Context: an optimization exercise on an open-source flow, tuned for small area, a short achievable clock period and few clock cycles per item. The choices shown serve that exercise and are no tape-out recipe.
At most, simulation tests tie the RTL to the original design; equivalence was not proved.

==> flow/design.v (excerpt) <==
module csr_index_generator
(
    input  logic     ap_clk,
    input  logic     areset_generator,
    input  logic     config_valid,
    input  csr_index_pkg::index_t   config_index_start,
    input  csr_index_pkg::index_t   config_index_end,
    input  csr_index_pkg::index_t   config_stride,
    input  csr_index_pkg::address_t config_base_address,
    input  csr_index_pkg::shift_t   config_shift_amount,
    input  logic     config_shift_left,
    input  logic     request_ready,
    output logic     idle,
    output logic     done,
    output logic     request_valid,
    output csr_index_pkg::index_t   request_index,
    output csr_index_pkg::address_t request_address
);
==> module csr_index_sequencer, before the edit <==
module csr_index_sequencer
(
    input  logic   ap_clk,
    input  logic   areset_generator,
    input  logic   config_valid,
    input  csr_index_pkg::index_t   config_index_start,
    input  csr_index_pkg::index_t   config_index_end,
    input  csr_index_pkg::index_t   config_stride,
    input  csr_index_pkg::address_t config_base_address,
    input  csr_index_pkg::shift_t   config_shift_amount,
    input  logic   config_shift_left,
    input  logic   stall,
    output logic   idle,
    output logic   done,
    output logic   gen_valid,
    output csr_index_pkg::index_t   gen_index,
    output csr_index_pkg::address_t base_address,
    output csr_index_pkg::shift_t   shift_amount,
    output logic   shift_left
);
    logic                  valid;
    logic                  done_reg;
    csr_index_pkg::index_t count;
    csr_index_pkg::index_t end_reg;
    csr_index_pkg::index_t stride_reg;
    logic                  accept;
    logic                  advance;
    logic                  start_more;
    logic                  step_more;
    assign accept  = config_valid && !valid;
    assign advance = valid && !stall;
    csr_index_pkg::index_t unused_start_total;
    logic                  start_borrow;
    csr_prefix_adder #(.WIDTH(csr_index_pkg::INDEX_WIDTH)) i_start_compare (
        .a         (config_index_start),
        .b         (~config_index_end),
        .carry_in  (1'b1),
        .sum       (unused_start_total),
        .carry_out (start_borrow)
    );
    assign start_more = !start_borrow;
    logic [csr_index_pkg::INDEX_WIDTH:0]   csa_a, csa_b, csa_c, csa_sum, csa_carry;
    logic [csr_index_pkg::INDEX_WIDTH:0]   unused_csa_total;
    logic                                  step_borrow;
    always_comb begin
        csa_a     = {1'b0, count};
        csa_b     = {1'b0, stride_reg};
        csa_c     = ~{1'b0, end_reg};
        csa_sum   = csa_a ^ csa_b ^ csa_c;
        csa_carry = (csa_a & csa_b) | (csa_a & csa_c) | (csa_b & csa_c);
    end
    csr_prefix_adder #(.WIDTH(csr_index_pkg::INDEX_WIDTH+1)) i_step_compare (
        .a         (csa_sum),
        .b         ({csa_carry[csr_index_pkg::INDEX_WIDTH-1:0], 1'b0}),
        .carry_in  (1'b1),
        .sum       (unused_csa_total),
        .carry_out (step_borrow)
    );
    assign step_more = !step_borrow;
    csr_index_pkg::index_t step_index;
    logic                  unused_carry;
    csr_prefix_adder #(.WIDTH(csr_index_pkg::INDEX_WIDTH)) i_count_adder (
        .a         (count),
        .b         (stride_reg),
        .carry_in  (1'b0),
        .sum       (step_index),
        .carry_out (unused_carry)
    );
    always_ff @(posedge ap_clk) begin
        if (areset_generator) begin
            valid    <= 1'b0;
            done_reg <= 1'b0;
        end else begin
            done_reg <= (accept && !start_more) || (advance && !step_more);
            if (accept) begin
                valid <= start_more;
            end else if (advance) begin
                valid <= step_more;
            end
        end
    end
    always_ff @(posedge ap_clk) begin
        if (accept) begin
            count <= config_index_start;
        end else if (advance) begin
            count <= step_index;
        end
    end
    always_ff @(posedge ap_clk) begin
        if (accept) begin
            end_reg      <= config_index_end;
            stride_reg   <= config_stride;
            base_address <= config_base_address;
            shift_amount <= config_shift_amount;
            shift_left   <= config_shift_left;
        end
    end
    assign idle      = !valid;
    assign done      = done_reg;
    assign gen_valid = valid;
    assign gen_index = count;
endmodule
==> module csr_address_map, before the edit <==
module csr_address_map
(
    input  logic     ap_clk,
    input  logic     stage_enable,
    input  csr_index_pkg::address_t base_address,
    input  csr_index_pkg::shift_t   shift_amount,
    input  logic     shift_left,
    input  csr_index_pkg::index_t   gen_index,
    output csr_index_pkg::index_t   map_index,
    output csr_index_pkg::address_t map_address
);
    csr_index_pkg::address_t offset;
    csr_index_pkg::address_t offset_reg;
    csr_index_pkg::address_t base_reg;
    csr_index_pkg::shift_t   rotate_amount;
    csr_index_pkg::address_t rotated;
    csr_index_pkg::address_t keep;
    always_comb begin
        rotate_amount = shift_left ? shift_amount : -shift_amount;
        rotated = gen_index;
        for (int k = 0; k < csr_index_pkg::SHIFT_WIDTH; k++) begin
            if (rotate_amount[k]) begin
                rotated = (rotated << (1 << k)) |
                          (rotated >> (csr_index_pkg::ADDRESS_WIDTH - (1 << k)));
            end
        end
        for (int i = 0; i < csr_index_pkg::ADDRESS_WIDTH; i++) begin
            if (shift_left) begin
                keep[i] = i >= shift_amount;
            end else begin
                keep[i] = i < csr_index_pkg::ADDRESS_WIDTH - shift_amount;
            end
        end
        offset = rotated & keep;
    end
    always_ff @(posedge ap_clk) begin
        if (stage_enable) begin
            map_index  <= gen_index;
            offset_reg <= offset;
            base_reg   <= base_address;
        end
    end
    logic unused_carry;
    csr_prefix_adder #(.WIDTH(csr_index_pkg::ADDRESS_WIDTH)) i_address_adder (
        .a         (base_reg),
        .b         (offset_reg),
        .carry_in  (1'b0),
        .sum       (map_address),
        .carry_out (unused_carry)
    );
endmodule
==> module csr_index_generator, before the edit <==
module csr_index_generator
(
    input  logic     ap_clk,
    input  logic     areset_generator,
    input  logic     config_valid,
    input  csr_index_pkg::index_t   config_index_start,
    input  csr_index_pkg::index_t   config_index_end,
    input  csr_index_pkg::index_t   config_stride,
    input  csr_index_pkg::address_t config_base_address,
    input  csr_index_pkg::shift_t   config_shift_amount,
    input  logic     config_shift_left,
    input  logic     request_ready,
    output logic     idle,
    output logic     done,
    output logic     request_valid,
    output csr_index_pkg::index_t   request_index,
    output csr_index_pkg::address_t request_address
);
    logic                    stall;
    logic                    gen_valid;
    csr_index_pkg::index_t   gen_index;
    csr_index_pkg::address_t base_address;
    csr_index_pkg::shift_t   shift_amount;
    logic                    shift_left;
    logic                    map_valid;
    csr_index_pkg::index_t   map_index;
    csr_index_pkg::address_t map_address;
    assign stall = request_valid && !request_ready;
    csr_index_sequencer i_csr_index_sequencer (
        .ap_clk              (ap_clk),
        .areset_generator    (areset_generator),
        .config_valid        (config_valid),
        .config_index_start  (config_index_start),
        .config_index_end    (config_index_end),
        .config_stride       (config_stride),
        .config_base_address (config_base_address),
        .config_shift_amount (config_shift_amount),
        .config_shift_left   (config_shift_left),
        .stall               (stall),
        .idle                (idle),
        .done                (done),
        .gen_valid           (gen_valid),
        .gen_index           (gen_index),
        .base_address        (base_address),
        .shift_amount        (shift_amount),
        .shift_left          (shift_left)
    );
    always_ff @(posedge ap_clk) begin
        if (areset_generator) begin
            map_valid     <= 1'b0;
            request_valid <= 1'b0;
        end else if (!stall) begin
            map_valid     <= gen_valid;
            request_valid <= map_valid;
        end
    end
    csr_address_map i_csr_address_map (
        .ap_clk       (ap_clk),
        .stage_enable (!stall),
        .base_address (base_address),
        .shift_amount (shift_amount),
        .shift_left   (shift_left),
        .gen_index    (gen_index),
        .map_index    (map_index),
        .map_address  (map_address)
    );
    request_fifo i_request_fifo (
        .ap_clk          (ap_clk),
        .stage_enable    (!stall),
        .push_index      (map_index),
        .push_address    (map_address),
        .request_index   (request_index),
        .request_address (request_address)
    );
endmodule
clock: 7.0 ns
lec_check: 0
cap_margin: 20
core_margin: 2
core_utilization: 40
setup_slack_margin: 4.0
slew_margin: 20
standard.sh (not shown) runs the stock make flow with config.mk's settings and CLKGATE_MAP_FILE= SYNTH_SCRIPT=/design/flow/synth_recipe.tcl, a recipe that flattens the netlist after the stock synthesis.
==> flow/flow/run.sh <==
#!/bin/bash
# Standard layout, with plain buffers (instead of delay cells) on the ports
set -euo pipefail
bash standard.sh "BUFFER_PORTS_ARGS=-buffer_cell sky130_fd_sc_hd__buf_2" finish > standard.log 2>&1
The starting point ran to the end with no violations.
Then changed:
--- a/flow/design.v
+++ b/flow/design.v
@@ -16,17 +16,17 @@
     input  csr_index_pkg::index_t   config_index_end,
     input  csr_index_pkg::index_t   config_stride,
     input  csr_index_pkg::address_t config_base_address,
     input  csr_index_pkg::shift_t   config_shift_amount,
     input  logic   config_shift_left,
-    input  logic   stall,
+    input  logic   stage_ready,
     output logic   idle,
     output logic   done,
     output logic   gen_valid,
     output csr_index_pkg::index_t   gen_index,
     output csr_index_pkg::address_t base_address,
-    output csr_index_pkg::shift_t   shift_amount,
+    output csr_index_pkg::shift_t   rotate_amount,
     output logic   shift_left
 );
     logic                  valid;
     logic                  done_reg;
     csr_index_pkg::index_t count;
@@ -35,11 +35,11 @@
     logic                  accept;
     logic                  advance;
     logic                  start_more;
     logic                  step_more;
     assign accept  = config_valid && !valid;
-    assign advance = valid && !stall;
+    assign advance = valid && stage_ready;
     csr_index_pkg::index_t unused_start_total;
     logic                  start_borrow;
     csr_prefix_adder #(.WIDTH(csr_index_pkg::INDEX_WIDTH)) i_start_compare (
         .a         (config_index_start),
         .b         (~config_index_end),
@@ -98,11 +98,12 @@
     always_ff @(posedge ap_clk) begin
         if (accept) begin
             end_reg      <= config_index_end;
             stride_reg   <= config_stride;
             base_address <= config_base_address;
-            shift_amount <= config_shift_amount;
+            rotate_amount <= config_shift_left ? config_shift_amount
+                                                : -config_shift_amount;
             shift_left   <= config_shift_left;
         end
     end
     assign idle      = !valid;
     assign done      = done_reg;
@@ -113,36 +114,34 @@
 module csr_address_map
 (
     input  logic     ap_clk,
     input  logic     stage_enable,
     input  csr_index_pkg::address_t base_address,
-    input  csr_index_pkg::shift_t   shift_amount,
+    input  csr_index_pkg::shift_t   rotate_amount,
     input  logic     shift_left,
     input  csr_index_pkg::index_t   gen_index,
     output csr_index_pkg::index_t   map_index,
     output csr_index_pkg::address_t map_address
 );
     csr_index_pkg::address_t offset;
     csr_index_pkg::address_t offset_reg;
     csr_index_pkg::address_t base_reg;
-    csr_index_pkg::shift_t   rotate_amount;
     csr_index_pkg::address_t rotated;
     csr_index_pkg::address_t keep;
     always_comb begin
-        rotate_amount = shift_left ? shift_amount : -shift_amount;
         rotated = gen_index;
         for (int k = 0; k < csr_index_pkg::SHIFT_WIDTH; k++) begin
             if (rotate_amount[k]) begin
                 rotated = (rotated << (1 << k)) |
                           (rotated >> (csr_index_pkg::ADDRESS_WIDTH - (1 << k)));
             end
         end
         for (int i = 0; i < csr_index_pkg::ADDRESS_WIDTH; i++) begin
             if (shift_left) begin
-                keep[i] = i >= shift_amount;
+                keep[i] = i >= rotate_amount;
             end else begin
-                keep[i] = i < csr_index_pkg::ADDRESS_WIDTH - shift_amount;
+                keep[i] = (rotate_amount == '0) || (i < rotate_amount);
             end
         end
         offset = rotated & keep;
     end
     always_ff @(posedge ap_clk) begin
@@ -234,61 +233,67 @@
     output logic     done,
     output logic     request_valid,
     output csr_index_pkg::index_t   request_index,
     output csr_index_pkg::address_t request_address
 );
-    logic                    stall;
+    logic                    stage1_ready;
+    logic                    stage2_ready;
     logic                    gen_valid;
     csr_index_pkg::index_t   gen_index;
     csr_index_pkg::address_t base_address;
-    csr_index_pkg::shift_t   shift_amount;
+    csr_index_pkg::shift_t   rotate_amount;
     logic                    shift_left;
     logic                    map_valid;
     csr_index_pkg::index_t   map_index;
     csr_index_pkg::address_t map_address;
-    assign stall = request_valid && !request_ready;
+    assign stage2_ready = !request_valid || request_ready;
+    assign stage1_ready = !map_valid || stage2_ready;
     csr_index_sequencer i_csr_index_sequencer (
         .ap_clk              (ap_clk),
         .areset_generator    (areset_generator),
         .config_valid        (config_valid),
         .config_index_start  (config_index_start),
         .config_index_end    (config_index_end),
         .config_stride       (config_stride),
         .config_base_address (config_base_address),
         .config_shift_amount (config_shift_amount),
         .config_shift_left   (config_shift_left),
-        .stall               (stall),
+        .stage_ready         (stage1_ready),
         .idle                (idle),
         .done                (done),
         .gen_valid           (gen_valid),
         .gen_index           (gen_index),
         .base_address        (base_address),
-        .shift_amount        (shift_amount),
+        .rotate_amount       (rotate_amount),
         .shift_left          (shift_left)
     );
     always_ff @(posedge ap_clk) begin
         if (areset_generator) begin
             map_valid     <= 1'b0;
             request_valid <= 1'b0;
-        end else if (!stall) begin
-            map_valid     <= gen_valid;
-            request_valid <= map_valid;
+        end else begin
+            if (stage1_ready) begin
+                map_valid     <= gen_valid;
+            end
+            if (stage2_ready) begin
+                request_valid <= map_valid;
+            end
         end
     end
     csr_address_map i_csr_address_map (
         .ap_clk       (ap_clk),
-        .stage_enable (!stall),
+        .stage_enable (stage1_ready),
         .base_address (base_address),
-        .shift_amount (shift_amount),
+        .rotate_amount (rotate_amount),
         .shift_left   (shift_left),
         .gen_index    (gen_index),
         .map_index    (map_index),
         .map_address  (map_address)
     );
     request_fifo i_request_fifo (
         .ap_clk          (ap_clk),
-        .stage_enable    (!stall),
+        .stage_enable    (stage2_ready),
         .push_index      (map_index),
         .push_address    (map_address),
         .request_index   (request_index),
         .request_address (request_address)
     );
The changed run passed the timing, design-rule and antenna checks.
Core utilization falls by 4.6 points.
Clock-buffer cell count drops by 1.
Cell count fell by about 4%.
Cell area went down by 8.7%.
Wire length decreases by 13%.
Non-clock buffer count drops by 64.
Hold slack is about the same.
Synthesized area stays the same.
Register-to-register slack is better by 410 ps.
Global-route usage fell by 1.7 points.
Testbench counts after the change, summed over its fixed seeds: cycles 27,423, items 23,020.
Only the layout flow was run in the first run of this note; the RTL was not checked for function there.

==> separate check: timing with driven ports <==
Ports are ideal in the flow. The routed layouts listed here were re-timed in OpenROAD.
Step 1: set_driving_cell puts a clkbuf_16 on ap_clk and a buf_2 on each other input, an assumption about the parent block.
Step 2 adds t to the input delays and takes it off the output delays; t is the mean of the earliest and latest rising clock arrival at the registers after step 1. Input paths then give back, and output paths get back, about the clock's delay inside the block.
a / b / c = ideal ports / drivers / drivers and shift; a / b = the first two.
run | t (ns) | setup slack, ns | worst register clock-pin slew, ns | cell pins on the clock port's net
the first run | 0.591 | 3.692 / 3.692 / 3.601 | 0.07 / 0.07 | 1
the second run | 0.578 | 4.030 / 4.057 / 3.479 | 0.06 / 0.06 | 1
After both steps setup and hold are still met in every run listed. The setup slack of the second run, which loses most, moves by +0.027 ns with the drivers and by -0.551 ns with both steps.
